Source: an optimization exercise on an open RTL-to-GDS flow (aim: a short achievable clock period and few clock cycles per item). Production flows keep margins and buffers that such runs may drop. RTL that was checked went through simulation tests only; none was proved equivalent to the original. Function not checked in runs 1 and 4 to 6: the RTL went through the layout flow alone.

==> design.v <==
module riscv_crypto_sha256_msched (
  input  logic        clk,
  input  logic        rst,
  input  logic        in_valid,
  output logic        in_ready,
  input  logic [31:0] in_data,
  output logic        out_valid,
  input  logic        out_ready,
  output logic [31:0] out_data,
  output logic [5:0]  out_idx,
  output logic        out_last,
  output logic        busy
);
  localparam int DIN = 2;
  function automatic logic [31:0] sig0(input logic [31:0] x);
    sig0 = {x[6:0], x[31:7]} ^ {x[17:0], x[31:18]} ^ {3'b000, x[31:3]};
  endfunction
  function automatic logic [31:0] sig1(input logic [31:0] x);
    sig1 = {x[16:0], x[31:17]} ^ {x[18:0], x[31:19]} ^ {10'b0, x[31:10]};
  endfunction
  function automatic logic [31:0] ks_sum(input logic [31:0] g0, input logic [31:0] p0);
    logic [31:0] g, p, gn, pn;
    g = g0;
    p = p0;
    for (int l = 0; l < 5; l++) begin
      for (int i = 0; i < 32; i++) begin
        if (i >= (1 << l)) begin
          gn[i] = g[i] | (p[i] & g[i - (1 << l)]);
          pn[i] = p[i] & p[i - (1 << l)];
        end else begin
          gn[i] = g[i];
          pn[i] = p[i];
        end
      end
      g = gn;
      p = pn;
    end
    ks_sum = p0 ^ {g[30:0], 1'b0};
  endfunction
  function automatic logic [31:0] maj2(input logic [31:0] a, input logic [31:0] b,
                                       input logic [31:0] c);
    logic [31:0] m;
    m = (a & b) | (a & c) | (b & c);
    maj2 = {m[30:0], 1'b0};
  endfunction
  logic [31:0] fifo_q [DIN];
  logic        f_wp_q, f_rp_q;
  logic [2:0]  f_cnt_q, f_cnt_d;
  logic        f_ne_q;
  logic        f_le1_q, f_le2_q;  
  logic        in_ready_d;
  logic        in_nrdy_q;      
  logic        in_rdy_q;       
  logic [3:0]  in_cnt_q;
  logic        in15_q;         
  logic        in_hs, pop;
  logic [31:0] head;
  localparam int NW = 14;
  logic [31:0] win_q [NW];
  logic [5:0]  n_q, n_d;       
  logic        nlt16_q;        
  logic        n15_q, n63_q;   
  logic        fne_d, nge16_d;
  logic [31:0] bp_q, bg_q;     
  logic [31:0] x_q;            
  logic [31:0] xp_q, xg_q;     
  logic        adv_q, adv_d;   
  logic [31:0] s1w;
  logic [31:0] w_sum, x_sum, xs, xc;
  logic [4:0]  lag_q, lag_d, lag_t, lag_n;  
  logic        nz_q;           
  logic        lm1_q, lmax_q;  
  logic [NW-1:0] sel_q;        
  logic [31:0] rd_word, tk_word, w_in;
  logic        ov_port_q, ovn_q, ov_i;
  logic [31:0] out_data_q, od_h_q;
  logic [5:0]  out_idx_q, oi_h_q, m_q;
  logic        out_last_q, olh_q;
  logic        m63_q;          
  logic        take;
  logic [1:0]  pend_q, pend_d;
  logic        pend_eq1_q, pend_ge2_q;
  logic        busy_q, busy_d;
  logic        inc, dec;
  assign in_hs = in_valid & in_rdy_q;
  assign head  = fifo_q[f_rp_q];
  assign pop   = adv_q & nlt16_q;
  always_comb begin
    s1w = sig1(win_q[0]);
    xs = win_q[3] ^ sig0(win_q[11]) ^ win_q[12];
    xc = maj2(win_q[3], sig0(win_q[11]), win_q[12]);
  end
  assign w_sum = ks_sum(bg_q, bp_q);
  assign x_sum = ks_sum(xg_q, xp_q);
  assign ov_i = ~ovn_q;
  assign take    = (nz_q | adv_q) & (~ov_i | out_ready);
  assign w_in    = nlt16_q ? head : w_sum;
  assign tk_word = nz_q ? rd_word : w_in;
  always_comb begin
    rd_word = 32'd0;
    for (int i = 0; i < NW; i++) rd_word = rd_word | ({32{sel_q[i]}} & win_q[i]);
  end
  always_comb begin
    f_cnt_d = f_cnt_q + {2'b00, in_hs} - {2'b00, pop};
    n_d     = n_q + {5'd0, adv_q};
    lag_t   = adv_q ? lag_q : lag_q - 5'd1;
    lag_n   = adv_q ? lag_q + 5'd1 : lag_q;
    lag_d   = take ? lag_t : lag_n;
    fne_d   = in_hs | ~f_le1_q | (f_ne_q & ~pop);
    nge16_d = adv_q ? (n15_q | (~nlt16_q & ~n63_q)) : ~nlt16_q;
    adv_d   = (nge16_d | fne_d) &
              ~(take ? 1'b0 : ((lm1_q & adv_q) | lmax_q));
    inc     = in_hs & in15_q;
    dec     = ov_i & out_ready & olh_q;
    pend_d  = pend_q + {1'b0, inc} - {1'b0, dec};
    busy_d  = inc | pend_ge2_q | (pend_eq1_q & ~dec);
    case ({pop, in_hs})
      2'b10:   in_ready_d = f_le2_q;
      2'b01:   in_ready_d = ~f_ne_q;
      default: in_ready_d = f_le1_q;
    endcase
    in_ready_d = in_ready_d | ~busy_d;
  end
  always_ff @(posedge clk or posedge rst) begin
    if (rst) begin
      f_wp_q      <= 1'b0;
      f_rp_q      <= 1'b0;
      f_cnt_q     <= 3'd0;
      f_ne_q      <= 1'b0;
      f_le1_q     <= 1'b1;
      f_le2_q     <= 1'b1;
      in_nrdy_q   <= 1'b0;
      in_rdy_q    <= 1'b1;
      in_cnt_q    <= 4'd0;
      in15_q      <= 1'b0;
      n_q         <= 6'd0;
      nlt16_q     <= 1'b1;
      n15_q       <= 1'b0;
      n63_q       <= 1'b0;
      adv_q       <= 1'b0;
      lag_q       <= 5'd0;
      nz_q        <= 1'b0;
      lm1_q       <= 1'b0;
      lmax_q      <= 1'b0;
      sel_q       <= '0;
      ov_port_q   <= 1'b0;
      ovn_q       <= 1'b1;
      olh_q       <= 1'b0;
      od_h_q      <= 32'd0;
      oi_h_q      <= 6'd0;
      m_q         <= 6'd0;
      m63_q       <= 1'b0;
      pend_q      <= 2'd0;
      pend_eq1_q  <= 1'b0;
      pend_ge2_q  <= 1'b0;
      busy_q      <= 1'b0;
    end else begin
      if (in_hs) f_wp_q <= ~f_wp_q;
      if (pop)   f_rp_q <= ~f_rp_q;
      f_cnt_q    <= f_cnt_d;
      f_ne_q     <= fne_d;
      f_le1_q    <= (f_cnt_d <= 3'd1);
      f_le2_q    <= (f_cnt_d <= 3'd2);
      in_nrdy_q  <= ~in_ready_d;
      in_rdy_q   <= in_ready_d;
      if (in_hs) begin
        in_cnt_q <= in_cnt_q + 4'd1;
        in15_q   <= (in_cnt_q == 4'd14);
      end
      n_q        <= n_d;
      nlt16_q    <= (n_d[5:4] == 2'b00);
      n15_q      <= (n_d == 6'd15);
      n63_q      <= (n_d == 6'd63);
      adv_q      <= adv_d;
      lag_q      <= lag_d;
      nz_q       <= take ? (lag_t != 5'd0) : (lag_n != 5'd0);
      lm1_q      <= take ? (lag_t == 5'(NW - 1)) : (lag_n == 5'(NW - 1));
      lmax_q     <= take ? 1'b0 : (lag_n == 5'(NW));
      if (take) begin
        if (~adv_q) sel_q <= {1'b0, sel_q[NW-1:1]};
      end else begin
        if (adv_q)  sel_q <= {sel_q[NW-2:0], ~nz_q};
      end
      ov_port_q  <= take | (ov_i & ~out_ready);
      ovn_q      <= ~(take | (ov_i & ~out_ready));
      if (take) begin
        olh_q    <= m63_q;
        od_h_q   <= tk_word;
        oi_h_q   <= m_q;
        m_q      <= m_q + 6'd1;
        m63_q    <= (m_q == 6'd62);
      end
      pend_q     <= pend_d;
      pend_eq1_q <= (pend_d == 2'd1);
      pend_ge2_q <= pend_d[1];
      busy_q     <= busy_d;
    end
  end
  always_ff @(posedge clk) begin
    if (in_hs) fifo_q[f_wp_q] <= in_data;
    out_data_q <= take ? tk_word : od_h_q;
    out_idx_q  <= take ? m_q     : oi_h_q;
    out_last_q <= take ? m63_q   : olh_q;
    if (adv_q) begin
      bp_q <= s1w ^ x_q;
      bg_q <= s1w & x_q;
      win_q[0] <= w_in;
      for (int i = 1; i < NW; i++) win_q[i] <= win_q[i-1];
      x_q  <= x_sum;
      xp_q <= xs ^ xc;
      xg_q <= xs & xc;
    end
  end
  assign in_ready  = ~in_nrdy_q;
  assign out_valid = ov_port_q;
  assign out_data  = out_data_q;
  assign out_idx   = out_idx_q;
  assign out_last  = out_last_q;
  assign busy      = busy_q;
endmodule
==> flow/run.sh <==
#!/bin/bash
# Standard synthesis and placement; then each output port's flop is moved next
# to its port buffer and placement re-legalized; then the rest of the standard
# ORFS layout. repair_timing aims at a larger setup margin.
set -euo pipefail
M=5.4
bash standard.sh synth > synth.log 2>&1
bash standard.sh SETUP_SLACK_MARGIN=$M place > place.log 2>&1
PLACE_ODB=$PWD/orfs/results/$FLOW_PLATFORM/riscv_crypto_sha256_msched/base/3_place.odb \
  openroad -no_init -exit flow/move_io_flops.tcl > move_io_flops.log 2>&1
bash standard.sh SETUP_SLACK_MARGIN=$M finish > layout.log 2>&1
==> flow/move_io_flops.tcl <==
# Move each output port's driving flop (and any single-fanout cells between it
# and the port buffer) next to the port buffer, then legalize.
set odb $::env(PLACE_ODB)
read_db $odb
set block [ord::get_db_block]
set moved 0
foreach bt [$block getBTerms] {
  if {[$bt getIoType] ne "OUTPUT"} { continue }
  set net [$bt getNet]
  if {$net eq "NULL"} { continue }
  # the port buffer drives the port net
  set drv ""
  foreach it [$net getITerms] { if {[$it isOutputSignal]} { set drv $it } }
  if {$drv eq ""} { continue }
  set buf [$drv getInst]
  set bx [lindex [$buf getLocation] 0]; set by [lindex [$buf getLocation] 1]
  set cur $buf
  for {set hop 0} {$hop < 3} {incr hop} {
    # the single input net of cur
    set innet ""
    foreach it [$cur getITerms] {
      if {[$it isInputSignal]} {
        set m [[$it getMTerm] getName]
        if {$m eq "CLK" || $m eq "RESET_B" || $m eq "SET_B"} { continue }
        set n [$it getNet]
        if {$n ne "NULL"} { lappend innet $n }
      }
    }
    if {[llength $innet] != 1} { break }
    set n [lindex $innet 0]
    set d ""
    set nload 0
    foreach it [$n getITerms] { if {[$it isOutputSignal]} { set d $it } else { incr nload } }
    if {$d eq "" || $nload != 1} { break }
    set prev [$d getInst]
    $prev setLocation $bx $by
    $prev setPlacementStatus PLACED
    incr moved
    set master [[$prev getMaster] getName]
    if {[string match "*df*" $master]} { break }
    set cur $prev
  }
}
puts "moved $moved cells"
detailed_placement
check_placement -verbose
write_db $odb
==> standard.sh <==
#!/bin/bash
# synth_recipe.tcl (not shown) runs the flow's synth.tcl, then flattens the netlist and writes it again
# the make line also repeats each setting of config.mk as NAME=value (left out here)
make -C /OpenROAD-flow-scripts/flow DESIGN_CONFIG=/design/flow/config.mk WORK_HOME=/design/flow/orfs CLKGATE_MAP_FILE= SYNTH_SCRIPT=/design/flow/synth_recipe.tcl "${@:-finish}"
==> config.mk <==
export PLATFORM = sky130hd
export DESIGN_NAME = riscv_crypto_sha256_msched
export DESIGN_NICKNAME = riscv_crypto_sha256_msched
export VERILOG_FILES = /design/flow/design.v
export SDC_FILE = /design/flow/constraint.sdc
export NUM_CORES = 4
export LEC_CHECK = 0
export ABC_CLOCK_PERIOD_IN_PS = 2000
export CAP_MARGIN = 20
export CORE_MARGIN = 2
export CORE_UTILIZATION = 40
export SETUP_SLACK_MARGIN = 5
export SLEW_MARGIN = 20
==> constraint.sdc <==
create_clock -name core_clock -period 8.0 [get_ports {clk}]
set_input_delay 1.6000 -clock core_clock [delete_from_list [all_inputs] [get_ports {clk}]]
set_output_delay 1.6000 -clock core_clock [all_outputs]
set_load 0.01 [all_outputs]
==> results of run 1 <==
-- metrics by stage --
stage	utilization	instance area, µm²	hold WS (ns)
3_3_place_gp	0.429	35900	0.405
2_1_floorplan	-	33900	0.400
3_5_place_dp	0.429	35900	0.410
5_1_grt	0.478	40000	0.428
4_1_cts	0.470	39300	0.422
6_report	0.478	40000	0.420
-- final cells by class --
class	count	area share
antenna	3	0.000188
clock buffer	112	0.0581
clock inverter	36	0.00663
inverter	158	0.0150
multi-input combinational	1289	0.256
sequential	807	0.585
tap	1134	0.0355
timing repair buffer	174	0.0432
-- metal layers --
layer	part of all wire	vias up	GRT usage
met3	0.094	194	0.0491
met5	0	-	0
met4	0.038	0	0.0906
met1	0.41	10745	0.295
li1	-	9247	-
met2	0.46	1102	0.345
-- cells in the mapped netlist, drive strengths merged (32+ instances only) --
master,number
nor2,64
a21oi,63
dfxtp,39
clkbuf,86
xor2,62
edfxtp,669
a22oi,109
nand3,56
a21o,41
o21ai,80
a22o,33
ha,77
nand2,170
a221oi,36
fa,32
inv,158
nand4,43
xnor2,126
dfrtp,94
-- cell families (layout without fill, tap and decap cells) --
family | Yosys count | in the layout | share of synthesized area
xor+xnor | 188 | 188 | 0.0487
flops | 807 | 807 | 0.691
compound gates | 529 | 529 | 0.114
fa+ha+maj | 109 | 109 | 0.0474
mux | 29 | 29 | 0.00907
buf+inv | 263 | 480 | 0.0293
other cells | 0 | 3 | 0
simple gates | 434 | 434 | 0.0608
-- worst max-delay path by stage --
stage          depth (start not counted)                endpoint
2_1_floorplan                          6         lm1_q$_DFF_PP0_
3_3_place_gp                           8         lm1_q$_DFF_PP0_
3_5_place_dp                           8         lm1_q$_DFF_PP0_
4_1_cts                                2                in_ready
5_1_grt                               11  win_q[0][31]$_DFFE_PP_
6_report                              11  win_q[0][31]$_DFFE_PP_
-- registers in the layout, indices dropped and copies added (netlist names), 14 cells and up --
name	cells
win_q	448
fifo_q	64
bp_q	32
od_h_q	32
out_data_q	32
x_q	32
xp_q	32
bg_q	31
xg_q	30
sel_q	14
-- critical path, stage by stage (launching register included) --
cell and delay (ns):
sky130_fd_sc_hd__edfxtp_1 0.42, sky130_fd_sc_hd__buf_6 0.15, sky130_fd_sc_hd__a211oi_4 0.26, sky130_fd_sc_hd__o21ai_2 0.09, sky130_fd_sc_hd__o2111a_2 0.32, sky130_fd_sc_hd__o211ai_1 0.23, sky130_fd_sc_hd__buf_4 0.18, sky130_fd_sc_hd__a21oi_4 0.05
sky130_fd_sc_hd__or3_4 0.37, sky130_fd_sc_hd__o211ai_1 0.18, sky130_fd_sc_hd__buf_4 0.17, sky130_fd_sc_hd__o21ai_1 0.06
-- timing repair --
item                       4_1_cts  5_1_grt
buffers inserted                36       28
pin swaps                       42       57
setup endpoints to repair      421      165
cloned                           4        0
gates resized for setup        304       94
==> parameters.txt, run 1 <==
Parameter                              Value

Synthesis
  Net count of the mapped netlist ... 2504
  Library cells used by synthesis ... 77
  Main area contributors after synthesis ... sky130_fd_sc_hd__edfxtp_1 (59%), sky130_fd_sc_hd__dfrtp_1 (7.0%), sky130_fd_sc_hd__xnor2_1 (3.3%)
  Primary FF master, synth ... sky130_fd_sc_hd__edfxtp_1
  Cell type with the largest total area after synthesis ... sky130_fd_sc_hd__edfxtp_1
  Flip-flop and latch count after synthesis ... 807
  Area share of the largest cell type after synthesis ... 0.594
  Syn_area_per_cell ... 14.3 µm²
  Cells after Synth ... 2359
  Post-synthesis sequential area ratio ... 0.691
  Post-Synthesis Cell Area ... 0.0338 mm²
  Proportion of synthesized flip-flops having asynchronous set or reset ... 0.123
  Ys Warns ... 2
  Number of enable flip-flop cells after synthesis ... 669

Worst setup path
  Reg-to-Reg End ... win_q[0][31]$_DFFE_PP_
  Critical-path maximum fanout ... 3
  Worst reg2reg setup slack ... 5.24 ns
  Kind of end point of the critical path ... flip-flop
  Worst reg2reg path startpoint ... bg_q[0]$_DFFE_PP_
  WP data required ... 8.35 ns
  CP startpoint kind ... flip-flop
  Depth of the worst register-to-register path ... 11
  Arrival time of the worst setup path ... 3.11 ns
  Path type of the worst setup path ... reg2reg
  Critical Path Source ... bg_q[0]$_DFFE_PP_

Placement
  Dpl hpwl ... 61500 µm
  Final estimated routing congestion in global placement ... 0.876
  Worst setup timing slack at the placement stage ... 3.90 ns
  Cell total after placement ... 3494
  Quantity of I/O buffers inserted on ports ... 77

Die
  Starting Density ... 0.404
  Rows ... 106
  Die Outline Area ... 0.0869 mm²
  I/O pin cnt ... 78
  Core Box Area ... 0.0837 mm²
  Die width ... 295 µm
  Die Ht ... 295 µm

Clocking
  Insertion delay to the later sink of the worst-skew pair ... 0.63 ns
  H-tree levels ... 3
  CTS max path bufs ... 3
  Root Buffer ... sky130_fd_sc_hd__clkbuf_16
  Number of buffers created by CTS ... 81
  Hold buffer count at cts ... 0
  CTS tree ... done
  Clock net sink count ... 807
  Clock transition at the registers of the reported paths ... 0.06 ns

STA
  Max transition margin ... 0.311
  Crit share post-route ... 0.345
  Setup TNS Final ... 0 ns
  Achievable Freq ... 362 MHz
  Worst setup skew after layout ... 0.0191 ns
  Unrepaired setup endpoints after global routing ... yes
  Worst Setup Slack, final ... 5.24 ns
  Worst-Margin Slew ... 1.03 ns
  Crit path time final ... 2.76 ns
  Setup violations, final ... 0
  Number of max-slew violations in the final report ... 0
  Hold Vio Cnt, Final ... 0

Finish
  Number of standard cells in the final layout excluding fillers ... 3713
  Total area of multi-input combinational cells ... 0.0102 mm²
  Commonest non-fill, non-tap cell in the layout ... sky130_fd_sc_hd__edfxtp_1
  Filler cells ... 7089
  Register cell area after layout ... 0.0234 mm²
  Layout net count ... 2656
  Highest-count cells in the layout ignoring fill and taps ... sky130_fd_sc_hd__edfxtp_1 (669), sky130_fd_sc_hd__nand2_1 (167), sky130_fd_sc_hd__inv_1 (156)
  Growth of design area from synthesis to finish ... 18.2%
  Share of final-layout standard cells stronger than drive strength 1 ... 0.168

Detailed routing
  DRC Markers ... 0
  1st-pass router iterations ... 8
  Vias per cell ... 5.73
  Drt wl/cell ... 26.0 µm
  Post-Route WL ... 96600 µm
  Total vias in the final route ... 21288
  Remaining antenna violation count ... 0
  Number of violations reported at the end of detailed-routing iteration 0 ... 2810

GRT
  Grt total ovfl ... 0
  Global routing usage summed across all routing layers ... 0.219
  Number of global-route vias before repair ... 21104
  Largest net degree at the start of global routing ... 177
  First-pass GRT wire length ... 140000 µm
  Antenna violations before repair ... 2

Hold path
  Hold path cells ... 0
  Hold Path Origin ... xp_q[0]$_DFFE_PP_
  Worst Hold Endpoint ... x_q[0]$_DFFE_PP_
  Type of the worst min-delay path ... reg2reg

Job
  Maxcap violations ... 0

Run status
  Result of the run ... timing/DRC/antenna clean
==> inputs of run 2 (changes only) <==
--- a/design.v
+++ b/design.v
@@ -38,2 +38,41 @@
     ks_sum = p0 ^ {g[30:0], 1'b0};
+  endfunction
+  function automatic logic [63:0] ks_pre2(input logic [31:0] g0, input logic [31:0] p0);
+    logic [31:0] g, p, gn, pn;
+    g = g0;
+    p = p0;
+    for (int l = 0; l < 2; l++) begin
+      for (int i = 0; i < 32; i++) begin
+        if (i >= (1 << l)) begin
+          gn[i] = g[i] | (p[i] & g[i - (1 << l)]);
+          pn[i] = p[i] & p[i - (1 << l)];
+        end else begin
+          gn[i] = g[i];
+          pn[i] = p[i];
+        end
+      end
+      g = gn;
+      p = pn;
+    end
+    ks_pre2 = {p, g};
+  endfunction
+  function automatic logic [31:0] ks_fin3(input logic [31:0] pb, input logic [31:0] g2,
+                                          input logic [31:0] p2);
+    logic [31:0] g, p, gn, pn;
+    g = g2;
+    p = p2;
+    for (int l = 2; l < 5; l++) begin
+      for (int i = 0; i < 32; i++) begin
+        if (i >= (1 << l)) begin
+          gn[i] = g[i] | (p[i] & g[i - (1 << l)]);
+          pn[i] = p[i] & p[i - (1 << l)];
+        end else begin
+          gn[i] = g[i];
+          pn[i] = p[i];
+        end
+      end
+      g = gn;
+      p = pn;
+    end
+    ks_fin3 = pb ^ {g[30:0], 1'b0};
   endfunction
@@ -63,3 +102,4 @@
   logic        fne_d, nge16_d;
-  logic [31:0] bp_q, bg_q;     
+  logic [31:0] bp_q, bg_q, bgp_q;
+  logic [63:0] a_pg;
   logic [31:0] x_q;            
@@ -92,3 +132,4 @@
   end
-  assign w_sum = ks_sum(bg_q, bp_q);
+  assign w_sum = ks_fin3(bp_q, bg_q, bgp_q);
+  assign a_pg  = ks_pre2(s1w & x_q, s1w ^ x_q);
   assign x_sum = ks_sum(xg_q, xp_q);
@@ -204,4 +245,5 @@
     if (adv_q) begin
-      bp_q <= s1w ^ x_q;
-      bg_q <= s1w & x_q;
+      bp_q  <= s1w ^ x_q;
+      bg_q  <= a_pg[31:0];
+      bgp_q <= a_pg[63:32];
       win_q[0] <= w_in;
==> run 2 against run 1 <==
Worst setup slack worse by 0.00079 ns; register-to-register slack improved by 0.22 ns; critical path depth shrank 10; non-clock buffer count is 38 lower; synthesized area rose by 0.65%; sequential cell count increased by 27; utilization is 0.29 points lower; first-iteration DRC count fell by 5.7%; routed wire length down 4.0%; via count decreased by 3.2%; sequential share of layout area is 2.2 points higher; still clean.
==> parameters.txt, run 2 <==
Parameter                              Value

Hold path
  Type of the worst min-delay path ... reg2reg

Finish
  Largest register by flop count ... win_q
  Commonest non-fill, non-tap cell in the layout ... sky130_fd_sc_hd__edfxtp_1
  Register cell area after layout ... 0.0242 mm²
  Share of final-layout standard cells stronger than drive strength 1 ... 0.137
  Filler cells ... 7128
  Highest-count cells in the layout ignoring fill and taps ... sky130_fd_sc_hd__edfxtp_1 (696), sky130_fd_sc_hd__nand2_1 (178), sky130_fd_sc_hd__inv_1 (139)
  Layout net count ... 2595
  Leading registers by flop count ... win_q: 448 flops, fifo_q: 64 flops
  Growth of design area from synthesis to finish ... 17.1%
  Total area of multi-input combinational cells ... 0.00928 mm²
  Number of flip-flops in the largest register ... 448
  Total non-filler cell area in the finished layout ... 0.0399 mm²

Clocking
  Hold buffer count at cts ... 0
  Insertion delay to the later sink of the worst-skew pair ... 0.66 ns
  CTS max path bufs ... 3
  H-tree levels ... 3
  CTS tree ... done
  Clock net sink count ... 834
  Clock transition at the registers of the reported paths ... 0.06 ns
  Root Buffer ... sky130_fd_sc_hd__clkbuf_16
  Number of buffers created by CTS ... 88

Placement
  Dpl hpwl ... 58100 µm
  Final estimated routing congestion in global placement ... 0.900
  Quantity of I/O buffers inserted on ports ... 77
  Instance area after placement ... 0.0363 mm²

Worst setup path
  Capturing element of the worst setup path ... out_valid
  Reg-to-Reg End ... od_h_q[10]$_DFF_PP0_
  CP startpoint kind ... flip-flop
  Critical Path Source ... ov_port_q$_DFF_PP0_
  WP data required ... 6.40 ns
  Cell family with the largest share of critical-path delay ... flip-flops
  Instance count on the critical path ... 1
  Kind of end point of the critical path ... primary output
  Largest stage delay on the critical path ... 0.36 ns
  Worst reg2reg setup slack ... 5.46 ns
  Standard cell with the maximum stage delay on the critical path ... sky130_fd_sc_hd__dfrtp_1
  Arrival time of the worst setup path ... 1.16 ns
  Worst reg2reg path startpoint ... sel_q[4]$_DFFE_PP0P_
  Critical-path maximum fanout ... 1
  Path type of the worst setup path ... reg2out
  Depth of the worst register-to-register path ... 5
  Cell chain of the critical path ... buf_2
  Number of buffers and inverters on the critical path ... 1

Die
  Die Ht ... 296 µm
  Core Box Area ... 0.0840 mm²
  Starting Density ... 0.405
  Die Outline Area ... 0.0874 mm²
  Rows ... 106
  Die width ... 296 µm
  I/O pin cnt ... 78

STA
  Worst-Margin Slew ... 1.04 ns
  Crit share post-route ... 0.345
  Setup violations, final ... 0
  Max transition margin ... 0.303
  Worst setup skew after layout ... 0.0462 ns
  Number of max-slew violations in the final report ... 0
  Hold Vio Cnt, Final ... 0
  Unrepaired setup endpoints after global routing ... yes
  Achievable Freq ... 362 MHz
  WHS ... 0.419 ns
  Crit path time final ... 2.76 ns

Synthesis
  Primary FF master, synth ... sky130_fd_sc_hd__edfxtp_1
  Most numerous cell in the Yosys netlist ... sky130_fd_sc_hd__edfxtp_1
  Flip-flop and latch count after synthesis ... 834
  Ys Warns ... 2
  Library cells used by synthesis ... 59
  Area share of the largest cell type after synthesis ... 0.614
  Main area contributors after synthesis ... sky130_fd_sc_hd__edfxtp_1 (61%), sky130_fd_sc_hd__dfrtp_1 (6.9%), sky130_fd_sc_hd__xnor2_1 (3.2%)
  Number of enable flip-flop cells after synthesis ... 696
  Post-synthesis sequential area ratio ... 0.710
  Post-Synthesis Cell Area ... 0.0340 mm²
  Leading post-synthesis cells by instance count ... sky130_fd_sc_hd__edfxtp_1 (696), sky130_fd_sc_hd__nand2_1 (182), sky130_fd_sc_hd__inv_1 (145)
  Cell type with the largest total area after synthesis ... sky130_fd_sc_hd__edfxtp_1
  Cells after Synth ... 2318
  Syn_area_per_cell ... 14.7 µm²
  Proportion of synthesized flip-flops having asynchronous set or reset ... 0.119
  Net count of the mapped netlist ... 2462

Detailed routing
  1st-pass router iterations ... 6
  Remaining antenna violation count ... 0
  Total vias in the final route ... 20605
  Post-Route WL ... 92700 µm
  Vias per cell ... 5.63
  Drt wl/cell ... 25.3 µm
  Number of violations reported at the end of detailed-routing iteration 0 ... 2651
  DRC Markers ... 0

GRT
  First-pass GRT wire length ... 136000 µm
  Grt total ovfl ... 0
  Number of global-route vias before repair ... 20201
  Largest net degree at the start of global routing ... 92
  Global routing usage summed across all routing layers ... 0.212
  Antenna violations before repair ... 3

Job
  Maxcap violations ... 0

Run status
  Result of the run ... timing/DRC/antenna clean
## run 2: cell types whose count changed in the layout (fill, tap and decap cells not counted), sizes merged, moves of 12 or more
cell    delta
o21ai     +25
buf       -38
nand2     +12
nor2      +22
a211oi    -12
a22o      +16
xor2      +15
nand3     -17
edfxtp    +27
nor3      -13
a22oi     -12
a21oi     +15
inv       -15
## run 2: how the worst min path moves through the flow
stage | startpoint | end | slack, ns | cells after the start
floorplan | xp_q[0]$_DFFE_PP_ | x_q[0]$_DFFE_PP_ | 0.40 | 0
finish | xp_q[1]$_DFFE_PP_ | x_q[1]$_DFFE_PP_ | 0.42 | 0
global placement | xp_q[1]$_DFFE_PP_ | x_q[1]$_DFFE_PP_ | 0.41 | 0
global route | xp_q[1]$_DFFE_PP_ | x_q[1]$_DFFE_PP_ | 0.42 | 0
CTS | xp_q[1]$_DFFE_PP_ | x_q[1]$_DFFE_PP_ | 0.42 | 0
detailed placement | xp_q[1]$_DFFE_PP_ | x_q[1]$_DFFE_PP_ | 0.41 | 0
## run 2: metal layers
layer,wire length [µm],global-route usage
met4,2680,0.0656
met2,42800,0.330
met5,92,0.00776
met3,8100,0.0441
met1,39100,0.298
## run 2: through the flow
stage,setup slack [ns],std cells,utilization,TNS (ns)
final,5.24,3659,0.475,0
after global routing,5.16,3658,0.475,0
after CTS,5.19,3644,0.470,0
after detailed placement,4.15,3463,0.432,0
after global placement,4.12,3463,0.432,0
after floorplan,-1.27,2318,-,-121.52
## run 2: what timing repair did
item                                   in CTS  in global routing
endpoints found under the hold margin       0                  0
setup buffers                              12                 14
gates resized for setup                   234                 71
pin swaps                                  12                 13
gates cloned                                6                  0
setup endpoints to repair                 526                240
## run 2: area by class of cell
cell class              instances  area share
multi-input cells            1244       0.233
flip-flops and latches        834       0.607
clock buffers                 123      0.0618
clock inverters                40      0.0120
diodes                          1   0.0000628
inverters                     146      0.0141
repair buffers                136      0.0361
well taps                    1134      0.0356
repair inverters                1    0.000188
## run 2: cells by family (layout without fill, tap and decap cells)
logic type | after synthesis | after routing | share of synthesized area
mux | 21 | 21 | 0.00629
simple gates | 397 | 397 | 0.0516
xor+xnor | 200 | 200 | 0.0515
flops | 834 | 834 | 0.710
buf+inv | 240 | 446 | 0.0265
other cells | 0 | 1 | 0
fa+ha+maj | 108 | 108 | 0.0468
compound gates | 518 | 518 | 0.107
Testbench counts of run 2, summed over its fixed seeds: cycles 4,112, items 4,096.
==> inputs of run 3 (changes only) <==
--- a/config.mk
+++ b/config.mk
@@ -10,3 +10,4 @@
 export CORE_MARGIN = 2
-export CORE_UTILIZATION = 40
+export CORE_UTILIZATION = 60
+export PLACE_DENSITY = 0.8
 export SETUP_SLACK_MARGIN = 5
==> run 3 against run 2 <==
Critical endpoint is now in_ready; still clean; critical path depth rose by 1; sequential cell count did not move; utilization rose by 22 points; sequential share of layout area rose by 1.3 points.
==> parameters.txt, run 3 <==
Parameter                              Value

Run status
  Result of the run ... timing/DRC/antenna clean

GRT
  Antenna violations before repair ... 4
  Number of global-route vias before repair ... 20351
  Largest net degree at the start of global routing ... 130
  Global routing usage summed across all routing layers ... 0.288
  First-pass GRT wire length ... 126000 µm
  Grt total ovfl ... 0

Clocking
  CTS tree ... done
  CTS max path bufs ... 3
  Insertion delay to the later sink of the worst-skew pair ... 0.63 ns
  Number of buffers created by CTS ... 80
  Root Buffer ... sky130_fd_sc_hd__clkbuf_16
  Clock transition at the registers of the reported paths ... 0.06 ns
  Hold buffer count at cts ... 0
  H-tree levels ... 3
  Clock net sink count ... 834

Synthesis
  Net count of the mapped netlist ... 2462
  Ys Warns ... 2
  Primary FF master, synth ... sky130_fd_sc_hd__edfxtp_1
  Area share of the largest cell type after synthesis ... 0.614
  Number of enable flip-flop cells after synthesis ... 696
  Syn_area_per_cell ... 14.7 µm²
  Flip-flop and latch count after synthesis ... 834
  Cell type with the largest total area after synthesis ... sky130_fd_sc_hd__edfxtp_1
  Cells after Synth ... 2318
  Post-Synthesis Cell Area ... 0.0340 mm²
  Most numerous cell in the Yosys netlist ... sky130_fd_sc_hd__edfxtp_1
  Library cells used by synthesis ... 59
  Post-synthesis sequential area ratio ... 0.710
  Main area contributors after synthesis ... sky130_fd_sc_hd__edfxtp_1 (61%), sky130_fd_sc_hd__dfrtp_1 (6.9%), sky130_fd_sc_hd__xnor2_1 (3.2%)
  Proportion of synthesized flip-flops having asynchronous set or reset ... 0.119
  Leading post-synthesis cells by instance count ... sky130_fd_sc_hd__edfxtp_1 (696), sky130_fd_sc_hd__nand2_1 (182), sky130_fd_sc_hd__inv_1 (145)

Die
  Starting Density ... 0.605
  I/O pin cnt ... 78
  Core Box Area ... 0.0563 mm²
  Rows ... 87
  Die width ... 242 µm
  Die Ht ... 242 µm
  Die Outline Area ... 0.0586 mm²

Finish
  Core Util, Final ... 0.694
  Layout net count ... 2579
  Largest register by flop count ... win_q
  Commonest non-fill, non-tap cell in the layout ... sky130_fd_sc_hd__edfxtp_1
  Highest-count cells in the layout ignoring fill and taps ... sky130_fd_sc_hd__edfxtp_1 (696), sky130_fd_sc_hd__nand2_1 (178), sky130_fd_sc_hd__inv_1 (139)
  Total non-filler cell area in the finished layout ... 0.0390 mm²
  Leading registers by flop count ... win_q: 448 flops, fifo_q: 64 flops
  Number of flip-flops in the largest register ... 448
  Growth of design area from synthesis to finish ... 14.7%
  Number of standard cells in the final layout excluding fillers ... 3254
  Share of final-layout standard cells stronger than drive strength 1 ... 0.128

STA
  Setup violations, final ... 0
  Worst-Margin Slew ... 0.933 ns
  Unrepaired setup endpoints after global routing ... yes
  Max transition margin ... 0.376
  Worst setup skew after layout ... 0.0247 ns
  Worst Setup Slack, final ... 5.25 ns
  Achievable Freq ... 364 MHz
  Crit share post-route ... 0.343
  Hold Vio Cnt, Final ... 0
  Number of max-slew violations in the final report ... 0
  Crit path time final ... 2.75 ns

Worst setup path
  CP startpoint kind ... flip-flop
  Depth of the worst register-to-register path ... 9
  Critical-path maximum fanout ... 1
  Instance count on the critical path ... 2
  Kind of end point of the critical path ... primary output
  Largest stage delay on the critical path ... 0.38 ns
  Standard cell with the maximum stage delay on the critical path ... sky130_fd_sc_hd__dfrtp_1
  Number of buffers and inverters on the critical path ... 2
  Cell chain of the critical path ... inv_2 > buf_6
  Arrival time of the worst setup path ... 1.15 ns
  Cell family with the largest share of critical-path delay ... flip-flops
  WP data required ... 6.40 ns
  Path type of the worst setup path ... reg2out

Detailed routing
  Vias per cell ... 6.46
  Total vias in the final route ... 21021
  Remaining antenna violation count ... 0
  DRC Markers ... 0
  Post-Route WL ... 86200 µm
  Number of violations reported at the end of detailed-routing iteration 0 ... 3266
  1st-pass router iterations ... 6
  Drt wl/cell ... 26.5 µm

Placement
  Dpl hpwl ... 54100 µm
  Quantity of I/O buffers inserted on ports ... 77
  Final estimated routing congestion in global placement ... 0.951
  Worst setup timing slack at the placement stage ... 3.99 ns
  Instance area after placement ... 0.0358 mm²
  Cell total after placement ... 3083

Hold path
  Hold path cells ... 0
  Type of the worst min-delay path ... reg2reg

Job
  Maxcap violations ... 0
-- run 3: cell type report --
type                            instances  area [µm²]
Inverter                              146         558
Antenna cell                            1        2.50
Clock inverter                         42         460
Timing Repair inverter                  1        5.00
Clock buffer                          102        2200
Multi-Input combinational cell       1245        9290
Fill cell                            3489       17200
Timing Repair Buffer                  127        1360
Tap cell                              756         946
Sequential cell                       834       24200
-- run 3: final timing paths --
path / from / end / slack [ns]
min in group asynchronous: rst / f_rp_q$_DFFE_PP0P_ / 1.45
min reg2reg: xp_q[1]$_DFFE_PP_ / x_q[1]$_DFFE_PP_ / 0.43
max: in_nrdy_q$_DFF_PP0_ / in_ready / 5.25
min: xp_q[1]$_DFFE_PP_ / x_q[1]$_DFFE_PP_ / 0.43
max reg2reg: xg_q[2]$_DFFE_PP_ / x_q[26]$_DFFE_PP_ / 5.45
max in group asynchronous: rst / sel_q[5]$_DFFE_PP0P_ / 5.60
-- run 3: routing by layer --
metal / wire, µm / GRT usage / vias up
li1: - / - / 8966
met1: 32300 / 0.397 / 10388
met2: 40000 / 0.447 / 1441
met3: 10200 / 0.0668 / 226
met4: 3720 / 0.122 / 0
met5: 0 / 0 / -
-- run 3: through the flow --
| step | hold slack (ns) | setup TNS [ns] |
|---|---|---|
| 4_1_cts | 0.426 | 0 |
| 3_5_place_dp | 0.412 | 0 |
| 2_1_floorplan | 0.400 | -121.52 |
| 5_1_grt | 0.428 | 0 |
| 3_3_place_gp | 0.412 | 0 |
| 6_report | 0.427 | 0 |
-- run 3: cells by family (layout without fill, tap and decap cells) --
group,count (synthesis),count (layout),share of synthesized area
other cells,0,1,0
xor+xnor,200,200,0.0515
compound gates,518,518,0.107
flops,834,834,0.710
mux,21,21,0.00629
buf+inv,240,418,0.0265
fa+ha+maj,108,108,0.0468
simple gates,397,398,0.0516
-- run 3: repair_timing --
action / CTS / global route
gates resized for setup: 237 / 73
setup buffers: 3 / 17
cloned: 4 / 2
pin swaps: 7 / 16
endpoints found under the setup margin: 735 / 450
==> inputs of run 4 (changes only) <==
--- a/design.v
+++ b/design.v
@@ -94,3 +94,5 @@
   logic        in15_q;         
-  logic        in_hs, pop;
+  logic        in_hs, pop, push;
+  logic        byp;            
+  logic        adv_e, take_e;  
   logic [31:0] head;
@@ -127,2 +129,5 @@
   assign pop   = adv_q & nlt16_q;
+  assign byp   = in_hs & nlt16_q & ~f_ne_q & ~nz_q & ~adv_q & (~ov_i | out_ready);
+  assign push  = in_hs & ~byp;
+  assign adv_e = adv_q | byp;
   always_comb begin
@@ -137,3 +142,4 @@
   assign take    = (nz_q | adv_q) & (~ov_i | out_ready);
-  assign w_in    = nlt16_q ? head : w_sum;
+  assign take_e  = take | byp;
+  assign w_in    = nlt16_q ? (f_ne_q ? head : in_data) : w_sum;
   assign tk_word = nz_q ? rd_word : w_in;
@@ -144,4 +150,4 @@
   always_comb begin
-    f_cnt_d = f_cnt_q + {2'b00, in_hs} - {2'b00, pop};
-    n_d     = n_q + {5'd0, adv_q};
+    f_cnt_d = f_cnt_q + {2'b00, push} - {2'b00, pop};
+    n_d     = n_q + {5'd0, adv_e};
     lag_t   = adv_q ? lag_q : lag_q - 5'd1;
@@ -149,4 +155,4 @@
     lag_d   = take ? lag_t : lag_n;
-    fne_d   = in_hs | ~f_le1_q | (f_ne_q & ~pop);
-    nge16_d = adv_q ? (n15_q | (~nlt16_q & ~n63_q)) : ~nlt16_q;
+    fne_d   = push | ~f_le1_q | (f_ne_q & ~pop);
+    nge16_d = adv_e ? (n15_q | (~nlt16_q & ~n63_q)) : ~nlt16_q;
     adv_d   = (nge16_d | fne_d) &
@@ -157,3 +163,3 @@
     busy_d  = inc | pend_ge2_q | (pend_eq1_q & ~dec);
-    case ({pop, in_hs})
+    case ({pop, push})
       2'b10:   in_ready_d = f_le2_q;
@@ -198,3 +204,3 @@
     end else begin
-      if (in_hs) f_wp_q <= ~f_wp_q;
+      if (push)  f_wp_q <= ~f_wp_q;
       if (pop)   f_rp_q <= ~f_rp_q;
@@ -224,5 +230,5 @@
       end
-      ov_port_q  <= take | (ov_i & ~out_ready);
-      ovn_q      <= ~(take | (ov_i & ~out_ready));
-      if (take) begin
+      ov_port_q  <= take_e | (ov_i & ~out_ready);
+      ovn_q      <= ~(take_e | (ov_i & ~out_ready));
+      if (take_e) begin
         olh_q    <= m63_q;
@@ -240,7 +246,7 @@
   always_ff @(posedge clk) begin
-    if (in_hs) fifo_q[f_wp_q] <= in_data;
-    out_data_q <= take ? tk_word : od_h_q;
-    out_idx_q  <= take ? m_q     : oi_h_q;
-    out_last_q <= take ? m63_q   : olh_q;
-    if (adv_q) begin
+    if (push) fifo_q[f_wp_q] <= in_data;
+    out_data_q <= take_e ? tk_word : od_h_q;
+    out_idx_q  <= take_e ? m_q     : oi_h_q;
+    out_last_q <= take_e ? m63_q   : olh_q;
+    if (adv_e) begin
       bp_q  <= s1w ^ x_q;
--- a/config.mk
+++ b/config.mk
@@ -10,4 +10,3 @@
 export CORE_MARGIN = 2
-export CORE_UTILIZATION = 60
-export PLACE_DENSITY = 0.8
+export CORE_UTILIZATION = 40
 export SETUP_SLACK_MARGIN = 5
==> run 4 against run 3 <==
Clock skew increased by 0.0055 ns; synthesized cell count up 2.3%; critical path type is now in2reg; sequential cell count did not move; highest routed layer unchanged; utilization fell by 21 points; design area grew 5.2%; first-iteration DRC count down 23%.
==> parameters.txt, run 4 <==
Parameter                              Value

Run status
  Result of the run ... timing/DRC/antenna clean

GRT
  Number of global-route vias before repair ... 20601
  Global routing usage summed across all routing layers ... 0.206
  Grt total ovfl ... 0
  First-pass GRT wire length ... 137000 µm
  Largest net degree at the start of global routing ... 73
  Antenna violations before repair ... 1

Placement
  Quantity of I/O buffers inserted on ports ... 77
  Worst setup timing slack at the placement stage ... 3.40 ns
  Final estimated routing congestion in global placement ... 0.888
  Dpl hpwl ... 58000 µm

Detailed routing
  Vias per cell ... 5.58
  1st-pass router iterations ... 6
  Post-Route WL ... 92900 µm
  Routed wl met3 ... 7790 µm
  Number of violations reported at the end of detailed-routing iteration 0 ... 2524
  M1 WL ... 39300 µm
  Met2 layer wire length in the routed design ... 43500 µm
  Remaining antenna violation count ... 0
  Drt wl/cell ... 24.8 µm
  Total vias in the final route ... 20907
  DRC Markers ... 0
  Uppermost metal layer occupied by signal nets ... met4

Finish
  Share of final-layout standard cells stronger than drive strength 1 ... 0.159
  Leading registers by flop count ... win_q: 448 flops, fifo_q: 64 flops
  Highest-count cells in the layout ignoring fill and taps ... sky130_fd_sc_hd__edfxtp_1 (696), sky130_fd_sc_hd__nand2_1 (211), sky130_fd_sc_hd__inv_1 (141)
  Growth of design area from synthesis to finish ... 19.4%
  Number of flip-flops in the largest register ... 448
  Layout net count ... 2675
  Commonest non-fill, non-tap cell in the layout ... sky130_fd_sc_hd__edfxtp_1
  Filler cells ... 7263
  Antenna fix cells ... 0
  Largest register by flop count ... win_q

Synthesis
  Cells after Synth ... 2371
  Proportion of synthesized flip-flops having asynchronous set or reset ... 0.119
  Flip-flop and latch count after synthesis ... 834
  Main area contributors after synthesis ... sky130_fd_sc_hd__edfxtp_1 (61%), sky130_fd_sc_hd__dfrtp_1 (6.8%), sky130_fd_sc_hd__xnor2_1 (3.5%)
  Leading post-synthesis cells by instance count ... sky130_fd_sc_hd__edfxtp_1 (696), sky130_fd_sc_hd__nand2_1 (215), sky130_fd_sc_hd__inv_1 (147)
  Most numerous cell in the Yosys netlist ... sky130_fd_sc_hd__edfxtp_1
  Library cells used by synthesis ... 64
  Post-Synthesis Cell Area ... 0.0344 mm²
  Area share of the largest cell type after synthesis ... 0.608
  Cell type with the largest total area after synthesis ... sky130_fd_sc_hd__edfxtp_1
  Net count of the mapped netlist ... 2515
  Ys Warns ... 2
  Syn_area_per_cell ... 14.5 µm²
  Primary FF master, synth ... sky130_fd_sc_hd__edfxtp_1
  Number of enable flip-flop cells after synthesis ... 696
  Post-synthesis sequential area ratio ... 0.703

Job
  Maxcap violations ... 0

Worst setup path
  Arrival time of the worst setup path ... 3.42 ns
  Cell chain of the critical path ... buf_8 > or2_4 > nand3_4 > nand2_4 > inv_4 > ha_4 > inv_4 > ha_4 > inv_2 > fa_2 > xnor2_4 > xnor2_2 > nor2_1
  Number of buffers and inverters on the critical path ... 4
  Cell family with the largest share of critical-path delay ... adder cells
  Standard cell with the maximum stage delay on the critical path ... sky130_fd_sc_hd__fa_2
  Kind of end point of the critical path ... flip-flop
  Largest stage delay on the critical path ... 0.38 ns
  Worst reg2reg setup slack ... 5.23 ns
  Critical-path maximum fanout ... 3
  CP startpoint kind ... input port
  WP data required ... 8.55 ns
  Path type of the worst setup path ... in2reg

STA
  Unrepaired setup endpoints after global routing ... yes
  Max transition margin ... 0.448
  Worst Setup Slack, final ... 5.13 ns
  Worst setup skew after layout ... 0.0302 ns
  Achievable Freq ... 349 MHz
  Worst-Margin Slew ... 0.820 ns
  Hold Vio Cnt, Final ... 0
  Number of max-slew violations in the final report ... 0
  Setup violations, final ... 0
  Crit path time final ... 2.87 ns
  Crit share post-route ... 0.358

Die
  Core Box Area ... 0.0851 mm²
  Die Ht ... 297 µm
  Die Outline Area ... 0.0883 mm²
  Die width ... 297 µm
  Starting Density ... 0.404
  Rows ... 107
  I/O pin cnt ... 78

Clocking
  Insertion delay to the later sink of the worst-skew pair ... 0.64 ns
  CTS tree ... done
  Number of buffers created by CTS ... 86
  H-tree levels ... 3
  Clock transition at the registers of the reported paths ... 0.06 ns
  Clock net sink count ... 834
  Root Buffer ... sky130_fd_sc_hd__clkbuf_16
  CTS max path bufs ... 3

Hold path
  Type of the worst min-delay path ... reg2reg
[run 4: area by class of cell]
| type | instances | area (µm²) | share of cell area |
|---|---|---|---|
| clock buffers | 116 | 2380 | 0.0580 |
| clock inverters | 44 | 459 | 0.0112 |
| inverters | 147 | 564 | 0.0137 |
| multi-input cells | 1289 | 9900 | 0.241 |
| flip-flops and latches | 834 | 24200 | 0.590 |
| well taps | 1144 | 1430 | 0.0349 |
| repair buffers | 172 | 2090 | 0.0508 |
| repair inverters | 1 | 7.51 | 0.000183 |
[run 4: kinds of logic (layout without fill, tap and decap cells)]
group | count (synthesis) | in the layout | synth area share
multiplexers | 32 | 32 | 0.00932
adder cells (fa/ha/maj) | 108 | 108 | 0.0463
flip-flops | 834 | 834 | 0.703
AO/OA/AOI/OAI | 529 | 529 | 0.109
XOR/XNOR | 203 | 203 | 0.0517
buffers and inverters | 249 | 480 | 0.0272
AND/OR/NAND/NOR | 416 | 417 | 0.0539
[run 4: worst paths after layout]
check,from,end,depth (start not counted)
max,out_ready,f_le1_q$_DFF_PP1_,13
min,xp_q[1]$_DFFE_PN_,x_q[1]$_DFFE_PN_,0
max reg2reg,nlt16_q$_DFF_PP1_,f_le1_q$_DFF_PP1_,14
min reg2reg,xp_q[1]$_DFFE_PN_,x_q[1]$_DFFE_PN_,0
max in group asynchronous,rst,od_h_q[8]$_DFF_PP0_,3
min in group asynchronous,rst,n_q[5]$_DFF_PP0_,2
[run 4: repair_timing]
action	4_1_cts	5_1_grt
hold buffers	0	0
pin swaps	30	27
resized for setup	310	101
cloned	17	2
buffers inserted	40	11
endpoints found under the hold margin	0	0
endpoints found under the setup margin	927	367
[run 4: metrics by stage]
step / cells / utilization / TNS [ns] / hold WS [ns] / instance area (µm²)
final: 3747 / 0.482 / 0 / 0.429 / 41000
after global routing: 3747 / 0.482 / 0 / 0.443 / 41000
after CTS: 3734 / 0.476 / 0 / 0.425 / 40500
after detailed placement: 3517 / 0.430 / 0 / 0.414 / 36600
after global placement: 3517 / 0.430 / 0 / 0.402 / 36600
after floorplan: 2371 / - / -9200.62 / 0.400 / 34600
[run 4: per-layer routing]
layer | up-vias | GRT usage
li1 | 9253 | -
met4 | 0 | 0.0647
met3 | 140 | 0.0382
met5 | - | 0
met2 | 950 | 0.328
met1 | 10564 | 0.288
==> inputs of run 5 (changes only) <==
--- a/config.mk
+++ b/config.mk
@@ -10,3 +10,4 @@
 export CORE_MARGIN = 2
-export CORE_UTILIZATION = 40
+export CORE_UTILIZATION = 60
+export PLACE_DENSITY = 0.8
 export SETUP_SLACK_MARGIN = 5
==> run 5 against run 4 <==
Maximum frequency is 1.9% higher; utilization is 25 points higher; worst setup slack better by 0.053 ns; global-route usage is 12 points higher; hold slack worse by 0.0044 ns; final cell count is 9.0% lower; non-clock buffer count is 59 higher.
==> parameters.txt, run 5 <==
Parameter                              Value

Run status
  Result of the run ... timing/DRC/antenna clean

Clocking
  Number of buffers created by CTS ... 80
  Clock transition at the registers of the reported paths ... 0.06 ns
  CTS max path bufs ... 3
  Root Buffer ... sky130_fd_sc_hd__clkbuf_16
  Clock net sink count ... 834
  Hold buffer count at cts ... 0
  H-tree levels ... 3
  CTS tree ... done
  Insertion delay to the later sink of the worst-skew pair ... 0.64 ns

Synthesis
  Post-Synthesis Cell Area ... 0.0344 mm²
  Cell type with the largest total area after synthesis ... sky130_fd_sc_hd__edfxtp_1
  Post-Synth XOR/XNOR Area ... 0.0517
  Cells after Synth ... 2371
  Main area contributors after synthesis ... sky130_fd_sc_hd__edfxtp_1 (61%), sky130_fd_sc_hd__dfrtp_1 (6.8%), sky130_fd_sc_hd__xnor2_1 (3.5%)
  Combinational family with the most area after synthesis ... compound AO/OA/AOI/OAI gates
  Syn_area_per_cell ... 14.5 µm²
  Synthesized-area fraction occupied by and/or/nand/nor cells ... 0.0539
  Fraction of the mapped netlist area in adder cells ... 0.0463
  Proportion of synthesized flip-flops having asynchronous set or reset ... 0.119
  Ys Warns ... 2
  Most numerous cell in the Yosys netlist ... sky130_fd_sc_hd__edfxtp_1
  Flip-flop and latch count after synthesis ... 834
  Library cells used by synthesis ... 64
  Area share of the largest cell type after synthesis ... 0.608
  Leading post-synthesis cells by instance count ... sky130_fd_sc_hd__edfxtp_1 (696), sky130_fd_sc_hd__nand2_1 (215), sky130_fd_sc_hd__inv_1 (147)
  Mux cell area share after synthesis ... 0.00932
  Post-synthesis sequential area ratio ... 0.703
  Primary FF master, synth ... sky130_fd_sc_hd__edfxtp_1
  Synthesized-area fraction occupied by ao, oa, aoi and oai cells ... 0.109
  Number of enable flip-flop cells after synthesis ... 696
  Net count of the mapped netlist ... 2515

STA
  Unrepaired setup endpoints after global routing ... yes
  Crit share post-route ... 0.352
  Worst setup skew after layout ... 0.0291 ns
  Number of max-slew violations in the final report ... 0
  Hold Vio Cnt, Final ... 0
  Worst Setup Slack, final ... 5.19 ns
  Worst-Margin Slew ... 0.948 ns
  Setup violations, final ... 0
  Setup TNS Final ... 0 ns
  Achievable Freq ... 356 MHz
  WHS ... 0.424 ns
  Max transition margin ... 0.365
  Crit path time final ... 2.81 ns

GRT
  Global routing usage summed across all routing layers ... 0.321
  Antenna violations before repair ... 2
  Largest net degree at the start of global routing ... 86
  Grt total ovfl ... 0
  Number of global-route vias before repair ... 21920
  First-pass GRT wire length ... 140000 µm

Hold path
  Type of the worst min-delay path ... reg2reg
  Worst Hold Endpoint ... x_q[1]$_DFFE_PN_
  Hold Path Origin ... xp_q[1]$_DFFE_PN_
  Hold path cells ... 0

Detailed routing
  Vias per cell ... 6.68
  1st-pass router iterations ... 7
  Remaining antenna violation count ... 0
  Total vias in the final route ... 22781
  Post-Route WL ... 101000 µm
  Drt wl/cell ... 29.6 µm
  DRC Markers ... 0
  Number of violations reported at the end of detailed-routing iteration 0 ... 3711

Die
  Die Ht ... 243 µm
  I/O pin cnt ... 78
  Die width ... 243 µm
  Die Outline Area ... 0.0592 mm²
  Starting Density ... 0.608
  Core Box Area ... 0.0565 mm²
  Rows ... 87

Worst setup path
  Instance count on the critical path ... 13
  Critical-path maximum fanout ... 3
  Cell family with the largest share of critical-path delay ... adder cells
  Depth of the worst register-to-register path ... 11
  Largest stage delay on the critical path ... 0.34 ns
  Kind of end point of the critical path ... flip-flop
  Number of buffers and inverters on the critical path ... 4
  Reg-to-Reg End ... x_q[29]$_DFFE_PN_
  Standard cell with the maximum stage delay on the critical path ... sky130_fd_sc_hd__fa_2
  Worst reg2reg path startpoint ... xp_q[2]$_DFFE_PN_
  WP data required ... 8.54 ns
  Path type of the worst setup path ... in2reg
  Arrival time of the worst setup path ... 3.36 ns
  Worst reg2reg setup slack ... 5.23 ns
  CP startpoint kind ... input port
  Cell chain of the critical path ... buf_8 > or2_4 > nand3_4 > nand2_4 > inv_4 > ha_4 > inv_2 > ha_4 > inv_2 > fa_2 > xnor2_2 > xnor2_2 > nor2_1

Placement
  Cell total after placement ... 3128
  Worst setup timing slack at the placement stage ... 3.48 ns
  Final estimated routing congestion in global placement ... 0.906
  Dpl hpwl ... 55900 µm
  Quantity of I/O buffers inserted on ports ... 77

Finish
  Layout net count ... 2730
  Filler cells ... 3115
  Highest-count cells in the layout ignoring fill and taps ... sky130_fd_sc_hd__edfxtp_1 (696), sky130_fd_sc_hd__nand2_1 (209), sky130_fd_sc_hd__inv_1 (142)
  Leading registers by flop count ... win_q: 448 flops, fifo_q: 64 flops
  Number of standard cells in the final layout excluding fillers ... 3409
  Share of final-layout standard cells stronger than drive strength 1 ... 0.172
  Largest register by flop count ... win_q
  Number of flip-flops in the largest register ... 448
  Commonest non-fill, non-tap cell in the layout ... sky130_fd_sc_hd__edfxtp_1
  Growth of design area from synthesis to finish ... 20.5%

Job
  Maxcap violations ... 0
run 5: metrics by stage:
step           cell area, µm²  utilization
2_1_floorplan           34600            -
3_3_place_gp            36100        0.639
3_5_place_dp            36100        0.639
4_1_cts                 40200        0.712
5_1_grt                 41400        0.733
6_report                41400        0.733
run 5: routing by layer:
layer,up-vias,routed length (µm),share of wire,track usage
met5,-,0,0,0
met4,0,4690,0.047,0.130
met3,361,14200,0.14,0.0908
met2,1879,45900,0.46,0.495
met1,11150,36000,0.36,0.436
li1,9391,-,-,-
run 5: worst reg2reg max path: stages (launching register included):
cell,delay (ns)
sky130_fd_sc_hd__edfxtp_1,0.41
sky130_fd_sc_hd__ha_2,0.21
sky130_fd_sc_hd__o21a_1,0.21
sky130_fd_sc_hd__o21ai_1,0.19
sky130_fd_sc_hd__a2111o_1,0.18
sky130_fd_sc_hd__and3_4,0.22
sky130_fd_sc_hd__o31ai_4,0.10
sky130_fd_sc_hd__buf_4,0.17
sky130_fd_sc_hd__nor4_2,0.20
sky130_fd_sc_hd__nor3_2,0.11
sky130_fd_sc_hd__o31a_1,0.25
sky130_fd_sc_hd__o31a_1,0.27
run 5: timing repair:
item                                    CTS  global route
pin swaps                                43            31
endpoints found under the setup margin  929           778
cloned                                   24            34
endpoints found under the hold margin     0             0
resized for setup                       341            73
setup buffers                            58            16
run 5: layout make-up:
class | instances | area (µm²) | area share
clock inverters | 36 | 314 | 0.00758
diodes | 1 | 2.50 | 0.0000604
multi-input cells | 1290 | 9900 | 0.239
flip-flops and latches | 834 | 24200 | 0.584
repair buffers | 231 | 3200 | 0.0772
repair inverters | 2 | 10.0 | 0.000242
clock buffers | 112 | 2290 | 0.0552
well taps | 756 | 946 | 0.0228
inverters | 147 | 558 | 0.0135
run 5: how the worst max path moves through the flow:
| stage | from | end | slack [ns] |
|---|---|---|---|
| final | out_ready | f_le1_q$_DFF_PP1_ | 5.19 |
| after global routing | out_ready | f_le1_q$_DFF_PP1_ | 5.12 |
| after CTS | out_ready | f_le2_q$_DFF_PP1_ | 5.19 |
| after detailed placement | out_ready | adv_q$_DFF_PP0_ | 3.48 |
| after global placement | out_ready | bg_q[0]$_DFFE_PN_ | 3.65 |
| after floorplan | out_ready | n63_q$_DFF_PP0_ | -15.97 |
run 5: kinds of logic after synthesis:
kind of cell               Yosys count
DFF                                834
AOI/OAI and AO/OA                  529
and+or+nand+nor                    416
buffers and inverters              249
xor gates and xnor gates           203
adders and majority gates          108
muxes                               32
==> inputs of run 6 (changes only) <==
--- a/design.v
+++ b/design.v
@@ -86,5 +86,5 @@
   logic        f_wp_q, f_rp_q;
-  logic [2:0]  f_cnt_q, f_cnt_d;
+  logic [1:0]  f_cnt_q, f_cnt_d;  
   logic        f_ne_q;
-  logic        f_le1_q, f_le2_q;  
+  logic        f_le1_q, f_le1_d;  
   logic        in_ready_d;
@@ -150,3 +150,8 @@
   always_comb begin
-    f_cnt_d = f_cnt_q + {2'b00, push} - {2'b00, pop};
+    f_cnt_d = f_cnt_q + {1'b0, push} - {1'b0, pop};
+    case ({pop, push})
+      2'b10:   f_le1_d = 1'b1;
+      2'b01:   f_le1_d = ~f_ne_q;
+      default: f_le1_d = f_le1_q;
+    endcase
     n_d     = n_q + {5'd0, adv_e};
@@ -163,8 +168,3 @@
     busy_d  = inc | pend_ge2_q | (pend_eq1_q & ~dec);
-    case ({pop, push})
-      2'b10:   in_ready_d = f_le2_q;
-      2'b01:   in_ready_d = ~f_ne_q;
-      default: in_ready_d = f_le1_q;
-    endcase
-    in_ready_d = in_ready_d | ~busy_d;
+    in_ready_d = f_le1_d | ~busy_d;
   end
@@ -174,6 +174,5 @@
       f_rp_q      <= 1'b0;
-      f_cnt_q     <= 3'd0;
+      f_cnt_q     <= 2'd0;
       f_ne_q      <= 1'b0;
       f_le1_q     <= 1'b1;
-      f_le2_q     <= 1'b1;
       in_nrdy_q   <= 1'b0;
@@ -208,4 +207,3 @@
       f_ne_q     <= fne_d;
-      f_le1_q    <= (f_cnt_d <= 3'd1);
-      f_le2_q    <= (f_cnt_d <= 3'd2);
+      f_le1_q    <= f_le1_d;
       in_nrdy_q  <= ~in_ready_d;
--- a/config.mk
+++ b/config.mk
@@ -10,4 +10,3 @@
 export CORE_MARGIN = 2
-export CORE_UTILIZATION = 60
-export PLACE_DENSITY = 0.8
+export CORE_UTILIZATION = 40
 export SETUP_SLACK_MARGIN = 5
==> run 6 against run 5 <==
First-iteration DRC count is 33% lower; design area is 1.8% lower; register-to-register slack hardly changed; non-clock buffer count is 63 lower; sequential cell count is 4 lower; via count is 7.1% lower; hold slack better by 0.017 ns; synthesized cell count hardly changed; critical path type is now reg2reg.
==> parameters.txt, run 6 <==
Parameter                              Value

Run status
  Result of the run ... timing/DRC/antenna clean

Finish
  Share of final-layout standard cells stronger than drive strength 1 ... 0.151
  Highest-count cells in the layout ignoring fill and taps ... sky130_fd_sc_hd__edfxtp_1 (696), sky130_fd_sc_hd__nand2_1 (205), sky130_fd_sc_hd__inv_1 (145)
  Growth of design area from synthesis to finish ... 18.7%
  Number of flip-flops in the largest register ... 448
  Leading registers by flop count ... win_q: 448 flops, fifo_q: 64 flops
  Filler cells ... 7219
  Commonest non-fill, non-tap cell in the layout ... sky130_fd_sc_hd__edfxtp_1
  Core Util, Final ... 0.478
  Layout net count ... 2662
  Largest register by flop count ... win_q

STA
  Unrepaired setup endpoints after global routing ... yes
  Hold Vio Cnt, Final ... 0
  Setup TNS Final ... 0 ns
  Crit path time final ... 2.76 ns
  Worst-Margin Slew ... 0.792 ns
  WHS ... 0.441 ns
  Setup violations, final ... 0
  Max transition margin ... 0.467
  Crit share post-route ... 0.345
  Worst setup skew after layout ... 0.0282 ns
  Number of max-slew violations in the final report ... 0
  Achievable Freq ... 362 MHz
  Worst Setup Slack, final ... 5.24 ns

Die
  Starting Density ... 0.403
  Die width ... 297 µm
  I/O pin cnt ... 78
  Rows ... 107
  Die Outline Area ... 0.0880 mm²
  Die Ht ... 297 µm
  Core Box Area ... 0.0850 mm²

GRT
  Largest net degree at the start of global routing ... 93
  Global routing usage summed across all routing layers ... 0.214
  Grt total ovfl ... 0
  GR Util met2 ... 0.342
  Met1 usage ... 0.286
  Number of global-route vias before repair ... 20983
  First-pass GRT wire length ... 140000 µm
  Antenna violations before repair ... 2
  GR met3 Demand/Resource ... 0.0437
  Top Usage Layer GRT ... met2

Clocking
  CTS max path bufs ... 3
  Insertion delay to the later sink of the worst-skew pair ... 0.65 ns
  Clock net sink count ... 830
  Root Buffer ... sky130_fd_sc_hd__clkbuf_16
  H-tree levels ... 3
  Hold buffer count at cts ... 0
  Number of buffers created by CTS ... 80
  CTS tree ... done
  Clock transition at the registers of the reported paths ... 0.07 ns

Synthesis
  Proportion of synthesized flip-flops having asynchronous set or reset ... 0.114
  Cell type with the largest total area after synthesis ... sky130_fd_sc_hd__edfxtp_1
  Primary FF master, synth ... sky130_fd_sc_hd__edfxtp_1
  Cells after Synth ... 2373
  Post-synthesis sequential area ratio ... 0.702
  Leading post-synthesis cells by instance count ... sky130_fd_sc_hd__edfxtp_1 (696), sky130_fd_sc_hd__nand2_1 (208), sky130_fd_sc_hd__inv_1 (149)
  Area share of the largest cell type after synthesis ... 0.610
  Flip-flop and latch count after synthesis ... 830
  Number of enable flip-flop cells after synthesis ... 696
  Main area contributors after synthesis ... sky130_fd_sc_hd__edfxtp_1 (61%), sky130_fd_sc_hd__dfrtp_1 (6.6%), sky130_fd_sc_hd__xnor2_1 (3.6%)
  Syn_area_per_cell ... 14.4 µm²
  Ys Warns ... 2
  Most numerous cell in the Yosys netlist ... sky130_fd_sc_hd__edfxtp_1
  Library cells used by synthesis ... 71
  Post-Synthesis Cell Area ... 0.0343 mm²
  Net count of the mapped netlist ... 2514

Detailed routing
  Remaining antenna violation count ... 0
  Post-Route WL ... 95400 µm
  Vias per cell ... 5.67
  Total vias in the final route ... 21161
  1st-pass router iterations ... 7
  Number of violations reported at the end of detailed-routing iteration 0 ... 2498
  Drt wl/cell ... 25.5 µm
  DRC Markers ... 0

Job
  Maxcap violations ... 0

Worst setup path
  Arrival time of the worst setup path ... 3.22 ns
  Path type of the worst setup path ... reg2reg
  Kind of end point of the critical path ... flip-flop
  WP data required ... 8.46 ns
  Critical-path maximum fanout ... 2
  CP startpoint kind ... flip-flop

Hold path
  Type of the worst min-delay path ... reg2reg

Placement
  Dpl hpwl ... 59300 µm
  Quantity of I/O buffers inserted on ports ... 77
  Final estimated routing congestion in global placement ... 0.928
  Worst setup timing slack at the placement stage ... 3.31 ns
run 6: cell type report:
| cell class | instances | area, µm² | area share |
|---|---|---|---|
| Sequential cell | 830 | 24100 | 0.593 |
| Multi-Input combinational cell | 1290 | 9900 | 0.243 |
| Clock buffer | 111 | 2240 | 0.0551 |
| Timing Repair Buffer | 168 | 2030 | 0.0498 |
| Tap cell | 1144 | 1430 | 0.0352 |
| Inverter | 150 | 571 | 0.0140 |
| Clock inverter | 38 | 388 | 0.00954 |
| Timing Repair inverter | 1 | 5.00 | 0.000123 |
| Antenna cell | 2 | 5.00 | 0.000123 |
run 6: layer usage:
metal	up-vias	routed length, µm	part of all wire
li1	9250	-	-
met4	2	3780	0.040
met5	-	11	0.00012
met2	1128	44600	0.47
met1	10587	38500	0.40
met3	194	8400	0.088
run 6: kinds of logic after synthesis:
logic type | count (synthesis) | share of synthesized area
simple gates | 415 | 0.0529
xor+xnor | 201 | 0.0514
fa+ha+maj | 105 | 0.0451
buf+inv | 255 | 0.0284
flops | 830 | 0.702
compound gates | 533 | 0.110
mux | 34 | 0.00993
run 6: path summary, 6_finish.rpt:
path / from / end / slack (ns) / cells past startpoint
max in group asynchronous: rst / nz_q$_DFF_PP0_ / 5.81 / 3
max reg2reg: xg_q[13]$_DFFE_PN_ / x_q[29]$_DFFE_PN_ / 5.24 / 9
min reg2reg: win_q[6][11]$_DFFE_PN_ / win_q[7][11]$_DFFE_PN_ / 0.44 / 0
max: xg_q[13]$_DFFE_PN_ / x_q[29]$_DFFE_PN_ / 5.24 / 9
min in group asynchronous: rst / od_h_q[15]$_DFF_PP0_ / 1.58 / 2
min: win_q[6][11]$_DFFE_PN_ / win_q[7][11]$_DFFE_PN_ / 0.44 / 0
run 6: worst max-delay path, stage by stage, from the launching register on:
cell and delay, ns:
sky130_fd_sc_hd__edfxtp_1 0.42, sky130_fd_sc_hd__a211oi_2 0.24, sky130_fd_sc_hd__o21bai_1 0.14, sky130_fd_sc_hd__a2111oi_4 0.39, sky130_fd_sc_hd__o221ai_2 0.16, sky130_fd_sc_hd__a22o_4 0.31, sky130_fd_sc_hd__o41ai_4 0.30, sky130_fd_sc_hd__o21bai_2 0.11
sky130_fd_sc_hd__a21o_1 0.21, sky130_fd_sc_hd__a221oi_2 0.30
run 6: what timing repair did:
action                     in CTS  in global routing
pin swaps                      23                 21
setup buffers                  35                 10
resized for setup             315                 80
setup endpoints to repair     939                414
cloned                         18                  2
run 6: stage by stage:
stage,cells,cell area [µm²]
2_1_floorplan,2373,34500
3_3_place_gp,3518,36500
3_5_place_dp,3518,36500
4_1_cts,3720,40300
5_1_grt,3732,40700
6_report,3734,40700

-- static timing again, ports no longer ideal --
In the flow no input, the clock included, has a driving cell. The finished layouts below were timed again as built, in two steps. Step 1 (the two cells are an assumption about what drives the block):
set clk [get_ports {clk}]
set_driving_cell -lib_cell sky130_fd_sc_hd__clkbuf_16 $clk
set_driving_cell -lib_cell sky130_fd_sc_hd__buf_2 [delete_from_list [all_inputs] $clk]
Step 2 also shifts input and output timing later by t, the mid clock arrival at the registers, as if the neighbouring blocks saw the same clock. Three values: ideal, step 1, step 2; two values: the first two.
| run | t, ns | setup slack, ns | latest minus earliest clock arrival (ns) | slew at the worst register clock pin (ns) |
|---|---|---|---|---|
| run 1 | 0.686 | 5.238 / 5.186 / 4.796 | 0.021 / 0.020 | 0.07 / 0.07 |
| run 2 | 0.704 | 5.238 / 5.175 / 4.807 | 0.050 / 0.050 | 0.07 / 0.07 |
| run 3 | 0.680 | 5.254 / 5.189 / 4.844 | 0.025 / 0.025 | 0.07 / 0.07 |
| run 4 | 0.687 | 5.135 / 5.153 / 4.466 | 0.032 / 0.032 | 0.06 / 0.06 |
| run 5 | 0.686 | 5.188 / 5.185 / 4.524 | 0.032 / 0.032 | 0.07 / 0.07 |
| run 6 | 0.703 | 5.240 / 5.182 / 4.709 | 0.030 / 0.030 | 0.07 / 0.07 |
After both steps every run listed still meets setup and hold. For run 4, which loses most, drivers alone change the setup slack by +0.018 ns; drivers and shift together by -0.669 ns.
